Context: an optimization exercise on an open-source flow, tuned for small area, a short achievable clock period and few clock cycles per item. The choices shown serve that exercise and are no tape-out recipe. No activity file was given, so power comes from the tool's default toggle rates.

==> flow/design.v <==
package wavp_pkg;
    localparam logic [3:0] ChunkLimitReset = 4'd10;
    localparam logic [2:0] StHeader      = 3'd0;
    localparam logic [2:0] StPayload     = 3'd1;
    localparam logic [2:0] StDone        = 3'd2;
    localparam logic [2:0] StBadRiff     = 3'd3;
    localparam logic [2:0] StBadWave     = 3'd4;
    localparam logic [2:0] StBadChannels = 3'd5;
    localparam logic [2:0] StNoData      = 3'd6;
    localparam logic [2:0] StTruncated   = 3'd7;
endpackage
import wavp_pkg::*;
module wav_header_chunk_parser (
    input  logic        clk,
    input  logic        rst_n,
    input  logic        in_valid,
    output logic        in_stall,
    input  logic [7:0]  byte_value,
    input  logic        end_of_file,
    input  logic        cfg_valid,
    output logic        cfg_ready,
    input  logic [3:0]  cfg_data,
    output logic        out_valid,
    input  logic        out_stall,
    output logic        payload_valid,
    output logic [7:0]  payload_byte,
    output logic        payload_last,
    output logic [15:0] audio_format,
    output logic [15:0] num_channels,
    output logic [31:0] sample_freq,
    output logic [15:0] bits_per_sample,
    output logic [31:0] payload_size,
    output logic [2:0]  status
);
    logic [5:0]  pos_q;              
    logic        first_q;            
    logic        ph_h, ph_w, ph_p;   
    logic [2:0]  st_q;               
    logic [15:0] fmt_q, ch_q, bits_q;
    logic [31:0] rate_q, psize_q;
    logic [31:0] cnt_q;              
    logic [2:0]  hc_q;               
    logic        skip_q;             
    logic        match_q;            
    logic [3:0]  chunks_q;
    logic [3:0]  limit_q;
    logic        ov_q, pv_q, pl_q;
    logic [7:0]  pb_q;
    logic [5:0]  pos_n;
    logic [2:0]  st_n;
    logic        phh_n, phw_n, php_n;
    logic [2:0]  hc_n;
    logic        skip_n, match_n;
    logic [3:0]  chunks_n;
    logic        pv_n, pl_n;
    logic        hold, acc, take, src_eof;
    logic        sk_v, sk_eof;
    logic [7:0]  sk_d;
    logic        live, chk;
    logic [7:0]  d;
    logic [31:0] size;
    logic [31:0] cnt_dec;
    logic [3:0]  chunks_dec;
    logic [7:0]  hdr_tag, id_tag;
    logic        p3, p11, p23;
    logic        hdr_ok, id_ok;
    logic        cnt_one, size_zero;
    logic        cnt_count, cnt_load, psize_load;
    assign hold      = ov_q & out_stall;
    assign in_stall  = sk_v;
    assign take      = in_valid & ~sk_v;
    assign acc       = (sk_v | in_valid) & ~hold;
    assign d         = sk_v ? sk_d : byte_value;
    assign src_eof   = sk_v ? sk_eof : end_of_file;
    assign cfg_ready = 1'b1;
    assign p3         = (pos_q == 6'd3);
    assign p11        = (pos_q == 6'd11);
    assign p23        = (pos_q == 6'd23);
    assign live       = ph_h || ph_w || ph_p || (st_q == StDone);
    assign size       = {d, cnt_q[31:8]};
    assign cnt_dec    = cnt_q - 1'b1;
    assign chunks_dec = chunks_q - 1'b1;
    assign cnt_one    = (cnt_q == 32'd1);
    assign size_zero  = (d == 8'd0) && (cnt_q[31:8] == 24'd0);
    always_comb
    begin
        case (pos_q[1:0])
            2'd0:    hdr_tag = pos_q[3] ? 8'h57 : 8'h52;
            2'd1:    hdr_tag = pos_q[3] ? 8'h41 : 8'h49;
            2'd2:    hdr_tag = pos_q[3] ? 8'h56 : 8'h46;
            default: hdr_tag = pos_q[3] ? 8'h45 : 8'h46;
        endcase
        case (hc_q[1:0])
            2'd0:    id_tag = 8'h64;
            2'd1:    id_tag = 8'h61;
            2'd2:    id_tag = 8'h74;
            default: id_tag = 8'h61;
        endcase
    end
    assign hdr_ok = (d == hdr_tag) && (pos_q[1:0] == 2'd0 || match_q);
    assign id_ok  = (d == id_tag) && (hc_q[1:0] == 2'd0 || match_q);
    assign cnt_count  = ph_p || (ph_w && skip_q);
    assign cnt_load   = cnt_count || (ph_w && hc_q[2]);
    assign psize_load = ph_w && !skip_q && (hc_q == 3'd7) && (chunks_q != 4'd0) && match_q;
    always_comb
    begin
        phh_n    = ph_h;
        phw_n    = ph_w;
        php_n    = ph_p;
        st_n     = st_q;
        hc_n     = hc_q;
        skip_n   = skip_q;
        match_n  = match_q;
        chunks_n = chunks_q;
        pv_n     = 1'b0;
        pl_n     = 1'b0;
        chk = live && p23
              && !(d == 8'd0 && (ch_q[7:0] == 8'd1 || ch_q[7:0] == 8'd2));
        if (chk)
        begin
            phh_n = 1'b0;
            phw_n = 1'b0;
            php_n = 1'b0;
            st_n  = StBadChannels;
        end
        else if (ph_h)
        begin
            st_n    = StHeader;
            match_n = hdr_ok;
            if (p3 && !hdr_ok)
            begin
                phh_n = 1'b0;
                st_n  = StBadRiff;
            end
            else if (p11)
            begin
                phh_n = 1'b0;
                if (!hdr_ok)
                    st_n = StBadWave;
                else
                begin
                    phw_n    = 1'b1;
                    hc_n     = 3'd0;
                    skip_n   = 1'b0;
                    chunks_n = limit_q;
                end
            end
        end
        else if (ph_w)
        begin
            st_n = StHeader;
            if (skip_q)
                skip_n = !cnt_one;
            else
            begin
                hc_n = hc_q + 1'b1;
                if (!hc_q[2])
                    match_n = id_ok;
                else if (hc_q == 3'd7)
                begin
                    if (chunks_q == 4'd0)
                    begin
                        phw_n = 1'b0;
                        st_n  = StNoData;
                    end
                    else if (match_q)
                    begin
                        phw_n = 1'b0;
                        php_n = !size_zero;
                        st_n  = size_zero ? StDone : StPayload;
                    end
                    else
                    begin
                        chunks_n = chunks_dec;
                        skip_n   = !size_zero;
                        if (chunks_dec == 4'd0)
                        begin
                            phw_n = 1'b0;
                            st_n  = StNoData;
                        end
                    end
                end
            end
        end
        else if (ph_p)
        begin
            pv_n = 1'b1;
            st_n = StPayload;
            if (cnt_one)
            begin
                php_n = 1'b0;
                pl_n  = 1'b1;
                st_n  = StDone;
            end
        end
        if (src_eof)
        begin
            if (phh_n || php_n)
                st_n = StTruncated;
            else if (phw_n)
                st_n = StNoData;
            phh_n = 1'b1;
            phw_n = 1'b0;
            php_n = 1'b0;
        end
        if (src_eof)
            pos_n = 6'd0;
        else if (pos_q != 6'd36)
            pos_n = pos_q + 1'b1;
        else
            pos_n = pos_q;
    end
    always_ff @(posedge clk or negedge rst_n)
    begin
        if (!rst_n)
            limit_q <= ChunkLimitReset;
        else if (cfg_valid)
            limit_q <= cfg_data;
    end
    always_ff @(posedge clk or negedge rst_n)
    begin
        if (!rst_n)
        begin
            ov_q    <= 1'b0;
            sk_v    <= 1'b0;
            pos_q   <= 6'd0;
            first_q <= 1'b1;
            ph_h    <= 1'b1;
            ph_w    <= 1'b0;
            ph_p    <= 1'b0;
        end
        else
        begin
            ov_q <= acc | hold;
            if (take && hold)
                sk_v <= 1'b1;
            else if (!hold)
                sk_v <= 1'b0;
            if (acc)
            begin
                pos_q   <= pos_n;
                first_q <= src_eof;
                ph_h    <= phh_n;
                ph_w    <= phw_n;
                ph_p    <= php_n;
            end
        end
    end
    logic [7:0]  dcap;
    logic [9:0]  lane;
    logic [9:0]  lane_en;
    logic        psize_en, cnt_en;
    assign dcap = first_q ? 8'd0 : d;
    always_comb
    begin
        lane[0] = (pos_q == 6'd20);
        lane[1] = (pos_q == 6'd21);
        lane[2] = (pos_q == 6'd22);
        lane[3] = (pos_q == 6'd23);
        lane[4] = (pos_q == 6'd24);
        lane[5] = (pos_q == 6'd25);
        lane[6] = (pos_q == 6'd26);
        lane[7] = (pos_q == 6'd27);
        lane[8] = (pos_q == 6'd34);
        lane[9] = (pos_q == 6'd35);
        lane_en = acc ? (first_q ? 10'h3ff : (live ? lane : 10'd0)) : 10'd0;
    end
    always_ff @(posedge clk)
    begin
        if (lane_en[0]) fmt_q[7:0]    <= dcap;
        if (lane_en[1]) fmt_q[15:8]   <= dcap;
        if (lane_en[2]) ch_q[7:0]     <= dcap;
        if (lane_en[3]) ch_q[15:8]    <= dcap;
        if (lane_en[4]) rate_q[7:0]   <= dcap;
        if (lane_en[5]) rate_q[15:8]  <= dcap;
        if (lane_en[6]) rate_q[23:16] <= dcap;
        if (lane_en[7]) rate_q[31:24] <= dcap;
        if (lane_en[8]) bits_q[7:0]   <= dcap;
        if (lane_en[9]) bits_q[15:8]  <= dcap;
    end
    assign psize_en = acc && (first_q || psize_load);
    assign cnt_en   = acc && cnt_load;
    always_ff @(posedge clk)
    begin
        if (psize_en)
            psize_q <= first_q ? 32'd0 : size;
        if (cnt_en)
            cnt_q <= cnt_count ? cnt_dec : size;
    end
    always_ff @(posedge clk)
    begin
        if (!sk_v)
        begin
            sk_d   <= byte_value;
            sk_eof <= end_of_file;
        end
    end
    always_ff @(posedge clk)
    begin
        if (acc)
        begin
            st_q     <= st_n;
            hc_q     <= hc_n;
            skip_q   <= skip_n;
            match_q  <= match_n;
            chunks_q <= chunks_n;
            pv_q     <= pv_n;
            pl_q     <= pl_n;
            pb_q     <= pv_n ? d : 8'd0;
        end
    end
    assign out_valid       = ov_q;
    assign payload_valid   = pv_q;
    assign payload_byte    = pb_q;
    assign payload_last    = pl_q;
    assign audio_format    = fmt_q;
    assign num_channels    = ch_q;
    assign sample_freq     = rate_q;
    assign bits_per_sample = bits_q;
    assign payload_size    = psize_q;
    assign status          = st_q;
endmodule
clock: 5.5 ns
lec_check: 0
cap_margin: 20
core_margin: 2
core_utilization: 55
setup_slack_margin: 3.3
slew_margin: 20
standard.sh (not shown) runs the stock make flow with config.mk's settings and CLKGATE_MAP_FILE= SYNTH_SCRIPT=/design/flow/synth_recipe.tcl, a recipe that flattens the netlist after the stock synthesis.
==> flow/flow/run.sh <==
#!/bin/bash
# Standard ORFS layout, except that the port buffers use a small buffer cell
# (buf_1) instead of the delay-buffer cell buffer_ports picks by default;
# repair_design / repair_timing still resize them where needed.
set -euo pipefail
export BUFFER_PORTS_ARGS="-buffer_cell sky130_fd_sc_hd__buf_1"
bash standard.sh > standard.log 2>&1
==> next run, changes <==
--- a/flow/design.v
+++ b/flow/design.v
@@ -64,8 +64,9 @@
     logic [7:0]  hdr_tag, id_tag;
     logic        p3, p11, p23;
     logic        hdr_ok, id_ok;
     logic        cnt_one, size_zero;
+    logic        cnt_one_q, hz_q;
     logic        cnt_count, cnt_load, psize_load;
     assign hold      = ov_q & out_stall;
     assign in_stall  = sk_v;
     assign take      = in_valid & ~sk_v;
@@ -79,10 +80,10 @@
     assign live       = ph_h || ph_w || ph_p || (st_q == StDone);
     assign size       = {d, cnt_q[31:8]};
     assign cnt_dec    = cnt_q - 1'b1;
     assign chunks_dec = chunks_q - 1'b1;
-    assign cnt_one    = (cnt_q == 32'd1);
-    assign size_zero  = (d == 8'd0) && (cnt_q[31:8] == 24'd0);
+    assign cnt_one    = cnt_one_q;
+    assign size_zero  = (d == 8'd0) && hz_q;
     always_comb
     begin
         case (pos_q[1:0])
             2'd0:    hdr_tag = pos_q[3] ? 8'h57 : 8'h52;
@@ -284,9 +285,14 @@
     begin
         if (psize_en)
             psize_q <= first_q ? 32'd0 : size;
         if (cnt_en)
-            cnt_q <= cnt_count ? cnt_dec : size;
+        begin
+            cnt_q     <= cnt_count ? cnt_dec : size;
+            cnt_one_q <= cnt_count ? (cnt_q == 32'd2)
+                                   : (d == 8'd0 && cnt_q[31:16] == 16'd0 && cnt_q[15:8] == 8'd1);
+            hz_q      <= (d == 8'd0 && cnt_q[31:16] == 16'd0);
+        end
     end
     always_ff @(posedge clk)
     begin
         if (!sk_v)
Power rises by 8.8%.
Cell count falls by 1.8%.
Combinational power rises by about 33%.
Design area falls by 1.4%.
Register-to-register slack improved by 0.44 ns.
Count of clock-buffer cells in the layout does not change.
Via count falls by 4.1%.
Global-route usage falls by 1.2 points.
Utilization falls by 1.8 points.
Fmax rises by 15%.
Area after synthesis rises by 1.8%.
Die area rises by about 1.8%.
Non-clock buffer count falls by 22.
Worst setup slack improved by 0.39 ns.
No functional check of the RTL was part of any run of this note.

==> static timing again, ports no longer ideal <==
No port has a modelled driver above. Below, the same layouts with a new extraction and two added sets of constraints. Step 1: set_driving_cell puts a clkbuf_16 on clk and a buf_2 on each other input, an assumption about the parent block. Step 2 moves the port delays by t, midway between the first and last clock arrival at a register: inputs arrive t later, outputs are due t later. That takes back most of the time a late clock gives input paths. a / b / c = no drivers / after step 1 / after step 2; a / b = the first two.
run	t, ns	setup WS [ns]	worst setup path after step 2
the first run	0.469	2.585 / 2.585 / 2.218	input to register
the second run	0.472	2.971 / 2.973 / 2.501	input to register
After both steps setup and hold are still met in every run listed. The setup slack of the second run, which loses most, moves by +0.002 ns with the drivers and by -0.470 ns with both steps.
